Background: an optimization exercise with open tools, aiming at small area. Do not read the settings as production practice.
Only simulation tests tie the RTL to the original design; equivalence was not proved.
Power figures rest on the tool's default switching activity, not on a simulated workload.

## rev 12
==> module reg_file_sb, before the edit <==
module reg_file_sb #(
    parameter int XLEN = 32,
    parameter int AW   = 5
) (
    input  logic            clk,
    input  logic            rst,
    input  logic            write,
    input  logic [AW-1:0]   rd,
    input  logic [XLEN-1:0] write_data,
    input  logic            read_en,
    input  logic [AW-1:0]   rs1,
    input  logic [AW-1:0]   rs2,
    output logic [XLEN-1:0] out1,
    output logic [XLEN-1:0] out2,
    input  logic            issue_valid,
    input  logic [AW-1:0]   issue_rd,
    output logic            busy1,
    output logic            busy2
);
    localparam int NREGS = 2 ** AW;
    logic [XLEN-1:0]  r_regs [1:NREGS-1];
    logic [NREGS-1:1] r_valid;
    logic [NREGS-1:1] r_pend;
    logic [XLEN-1:0]  r_out1;
    logic [XLEN-1:0]  r_out2;
    logic [NREGS-1:1] w_we;
    logic [NREGS-1:1] w_hold;
    logic [NREGS-1:1] w_iss;
    logic [NREGS-1:1] w_dec1;
    logic [NREGS-1:1] w_dec2;
    logic [31:0]      w_sel1;
    logic [31:0]      w_sel2;
    logic [XLEN-1:0]  w_nxt1;
    logic [XLEN-1:0]  w_nxt2;
    logic [XLEN-1:0]  w_d [1:NREGS-1];
    always_comb begin
        for (int i = 1; i < NREGS; i++) begin
            w_we[i]   = write && (rd == AW'(i));
            w_hold[i] = !w_we[i];
            w_iss[i]  = issue_valid && (issue_rd == AW'(i));
            w_dec1[i] = (rs1 == AW'(i));
            w_dec2[i] = (rs2 == AW'(i));
        end
    end
    always_comb begin
        for (int i = 1; i < NREGS; i++) begin
            w_sel1[i-1] = read_en && w_dec1[i] && r_valid[i];
            w_sel2[i-1] = read_en && w_dec2[i] && r_valid[i];
        end
        w_sel1[31] = !read_en;
        w_sel2[31] = !read_en;
    end
    for (genvar b = 0; b < XLEN; b++) begin : g_bit
        logic [31:0] dat1, dat2;
        for (genvar i = 1; i < NREGS; i++) begin : g_reg
            assign dat1[i-1] = r_regs[i][b];
            assign dat2[i-1] = r_regs[i][b];
            rf_ao22 u_wr (.a1(w_we[i]), .a2(write_data[b]),
                          .b1(w_hold[i]), .b2(r_regs[i][b]), .y(w_d[i][b]));
        end
        assign dat1[31] = r_out1[b];
        assign dat2[31] = r_out2[b];
        rf_rdbit u_rd1 (.sel(w_sel1), .dat(dat1), .y(w_nxt1[b]));
        rf_rdbit u_rd2 (.sel(w_sel2), .dat(dat2), .y(w_nxt2[b]));
    end
    always_ff @(posedge clk) begin
        for (int i = 1; i < NREGS; i++) r_regs[i] <= w_d[i];
    end
    always_ff @(posedge clk or posedge rst) begin
        if (rst) r_valid <= '0;
        else     r_valid <= r_valid | w_we;
    end
    always_ff @(posedge clk or posedge rst) begin
        if (rst) begin
            r_out1 <= '0;
            r_out2 <= '0;
        end else begin
            r_out1 <= w_nxt1;
            r_out2 <= w_nxt2;
        end
    end
    always_ff @(posedge clk or posedge rst) begin
        if (rst) r_pend <= '0;
        else     r_pend <= (r_pend & ~w_we) | w_iss;
    end
    always_comb begin
        busy1 = 1'b0;
        busy2 = 1'b0;
        for (int i = 1; i < NREGS; i++) begin
            busy1 = busy1 | (w_dec1[i] & r_pend[i]);
            busy2 = busy2 | (w_dec2[i] & r_pend[i]);
        end
    end
    assign out1 = r_out1;
    assign out2 = r_out2;
endmodule
==> flow/config.mk <==
export PLATFORM = sky130hd
export DESIGN_NAME = reg_file_sb
export DESIGN_NICKNAME = reg_file_sb
export VERILOG_FILES = /design/flow/design.v
export SDC_FILE = /design/flow/constraint.sdc
export NUM_CORES = 4
export LEC_CHECK = 0
export CAP_MARGIN = 20
export CORE_MARGIN = 2
export CORE_UTILIZATION = 50
export SLEW_MARGIN = 20
export SYNTH_HIERARCHICAL = 1
==> flow/constraint.sdc <==
create_clock -name core_clock -period 5.0 [get_ports {clk}]
set_input_delay 1.0000 -clock core_clock [delete_from_list [all_inputs] [get_ports {clk}]]
set_output_delay 1.0000 -clock core_clock [all_outputs]
set_load 0.01 [all_outputs]
standard.sh (not shown) runs the stock make flow with config.mk's settings and CLKGATE_MAP_FILE= SYNTH_SCRIPT=/design/flow/synth_recipe.tcl, a recipe that flattens the netlist after the stock synthesis.
==> flow/flow/run.sh <==
#!/bin/bash
# Standard ORFS layout (the standard.sh), with two changes:
#  - port buffers use the smallest buffer cell (one buffer per port, as usual);
#  - CTS inserts no dummy loads for level balancing.
# Every ORFS step keeps its own log under orfs/logs; make's output goes to
# flow_make.log in the work folder.
set -euo pipefail
cd "$(dirname "$0")/.."
CTS="-sink_clustering_enable -repair_clock_nets -dont_use_dummy_load"
CTS="$CTS -sink_clustering_size 16 -sink_clustering_max_diameter 60"
CTS="$CTS -buf_list sky130_fd_sc_hd__clkbuf_8"
bash standard.sh finish \
    "CTS_ARGS=$CTS" \
    "BUFFER_PORTS_ARGS=-buffer_cell sky130_fd_sc_hd__buf_1" \
    > flow_make.log 2>&1
--- input diff rev 12..rev 13 ---
--- a/flow/design.v
+++ b/flow/design.v
@@ -77,10 +77,10 @@
     logic [NREGS-1:1] w_hold;
     logic [NREGS-1:1] w_iss;
     logic [NREGS-1:1] w_dec1;
     logic [NREGS-1:1] w_dec2;
-    logic [31:0]      w_sel1;
-    logic [31:0]      w_sel2;
+    logic [NREGS-1:0] w_sel1;
+    logic [NREGS-1:0] w_sel2;
     logic [XLEN-1:0]  w_nxt1;
     logic [XLEN-1:0]  w_nxt2;
     logic [XLEN-1:0]  w_d [1:NREGS-1];
     always_comb begin
@@ -96,23 +96,28 @@
         for (int i = 1; i < NREGS; i++) begin
             w_sel1[i-1] = read_en && w_dec1[i] && r_valid[i];
             w_sel2[i-1] = read_en && w_dec2[i] && r_valid[i];
         end
-        w_sel1[31] = !read_en;
-        w_sel2[31] = !read_en;
+        w_sel1[NREGS-1] = !read_en;
+        w_sel2[NREGS-1] = !read_en;
     end
     for (genvar b = 0; b < XLEN; b++) begin : g_bit
-        logic [31:0] dat1, dat2;
+        logic [NREGS-1:0] dat1, dat2;
         for (genvar i = 1; i < NREGS; i++) begin : g_reg
             assign dat1[i-1] = r_regs[i][b];
             assign dat2[i-1] = r_regs[i][b];
             rf_ao22 u_wr (.a1(w_we[i]), .a2(write_data[b]),
                           .b1(w_hold[i]), .b2(r_regs[i][b]), .y(w_d[i][b]));
         end
-        assign dat1[31] = r_out1[b];
-        assign dat2[31] = r_out2[b];
-        rf_rdbit u_rd1 (.sel(w_sel1), .dat(dat1), .y(w_nxt1[b]));
-        rf_rdbit u_rd2 (.sel(w_sel2), .dat(dat2), .y(w_nxt2[b]));
+        assign dat1[NREGS-1] = r_out1[b];
+        assign dat2[NREGS-1] = r_out2[b];
+        if (NREGS == 32) begin : g_tree
+            rf_rdbit u_rd1 (.sel(w_sel1), .dat(dat1), .y(w_nxt1[b]));
+            rf_rdbit u_rd2 (.sel(w_sel2), .dat(dat2), .y(w_nxt2[b]));
+        end else begin : g_flat
+            assign w_nxt1[b] = |(w_sel1 & dat1);
+            assign w_nxt2[b] = |(w_sel2 & dat2);
+        end
     end
     always_ff @(posedge clk) begin
         for (int i = 1; i < NREGS; i++) r_regs[i] <= w_d[i];
     end
[summary]
- The non-clock inverter count in the final layout on rev 13 is in line with that on rev 12.
- There was hardly any difference in clock network fraction of total power between rev 13 and rev 12.
- Re critical-path maximum fanout: no difference whatsoever between rev 13 and rev 12.
- Switching power share of the total came out exactly the same in rev 13 and rev 12.
- Reported for rev 13 and rev 12, number of distinct library cell variants in the gate-level netlist after synthesis turned out identical to the last digit.
- For non-clock buffer count, rev 12 and rev 13 come out practically identical.
- Comparing rev 13 against rev 12, there is no change at all in global-route met1 utilization.
- Reported for rev 13 and rev 12, area fraction of clock buffers and clock inverters turned out identical to the last digit.
- Diff rev 12..rev 13 | highest ir drop seen on vdd | unchanged
- Smallest hold slack came out exactly the same in rev 13 and rev 12.

-- static timing again, ports no longer ideal --
Ports are ideal in the flow. The routed layouts listed here were re-timed in OpenROAD. Step 1 (the two cells are an assumption about what drives the block):
set clk [get_ports {clk}]
set_driving_cell -lib_cell sky130_fd_sc_hd__clkbuf_16 $clk
set_driving_cell -lib_cell sky130_fd_sc_hd__buf_2 [delete_from_list [all_inputs] $clk]
Step 2 moves the port delays by t, midway between the first and last clock arrival at a register: inputs arrive t later, outputs are due t later. That takes back most of the time a late clock gives input paths. a / b / c = ideal / step 1 / step 2; a / b = the first two.
| run | t, ns | setup slack, ns | worst setup path at the end |
|---|---|---|---|
| rev 12 | 0.804 | 1.001 / 0.969 / 0.648 | input to register |
| rev 13 | 0.804 | 1.001 / 0.969 / 0.648 | input to register |
After both steps every run listed still meets setup and hold.
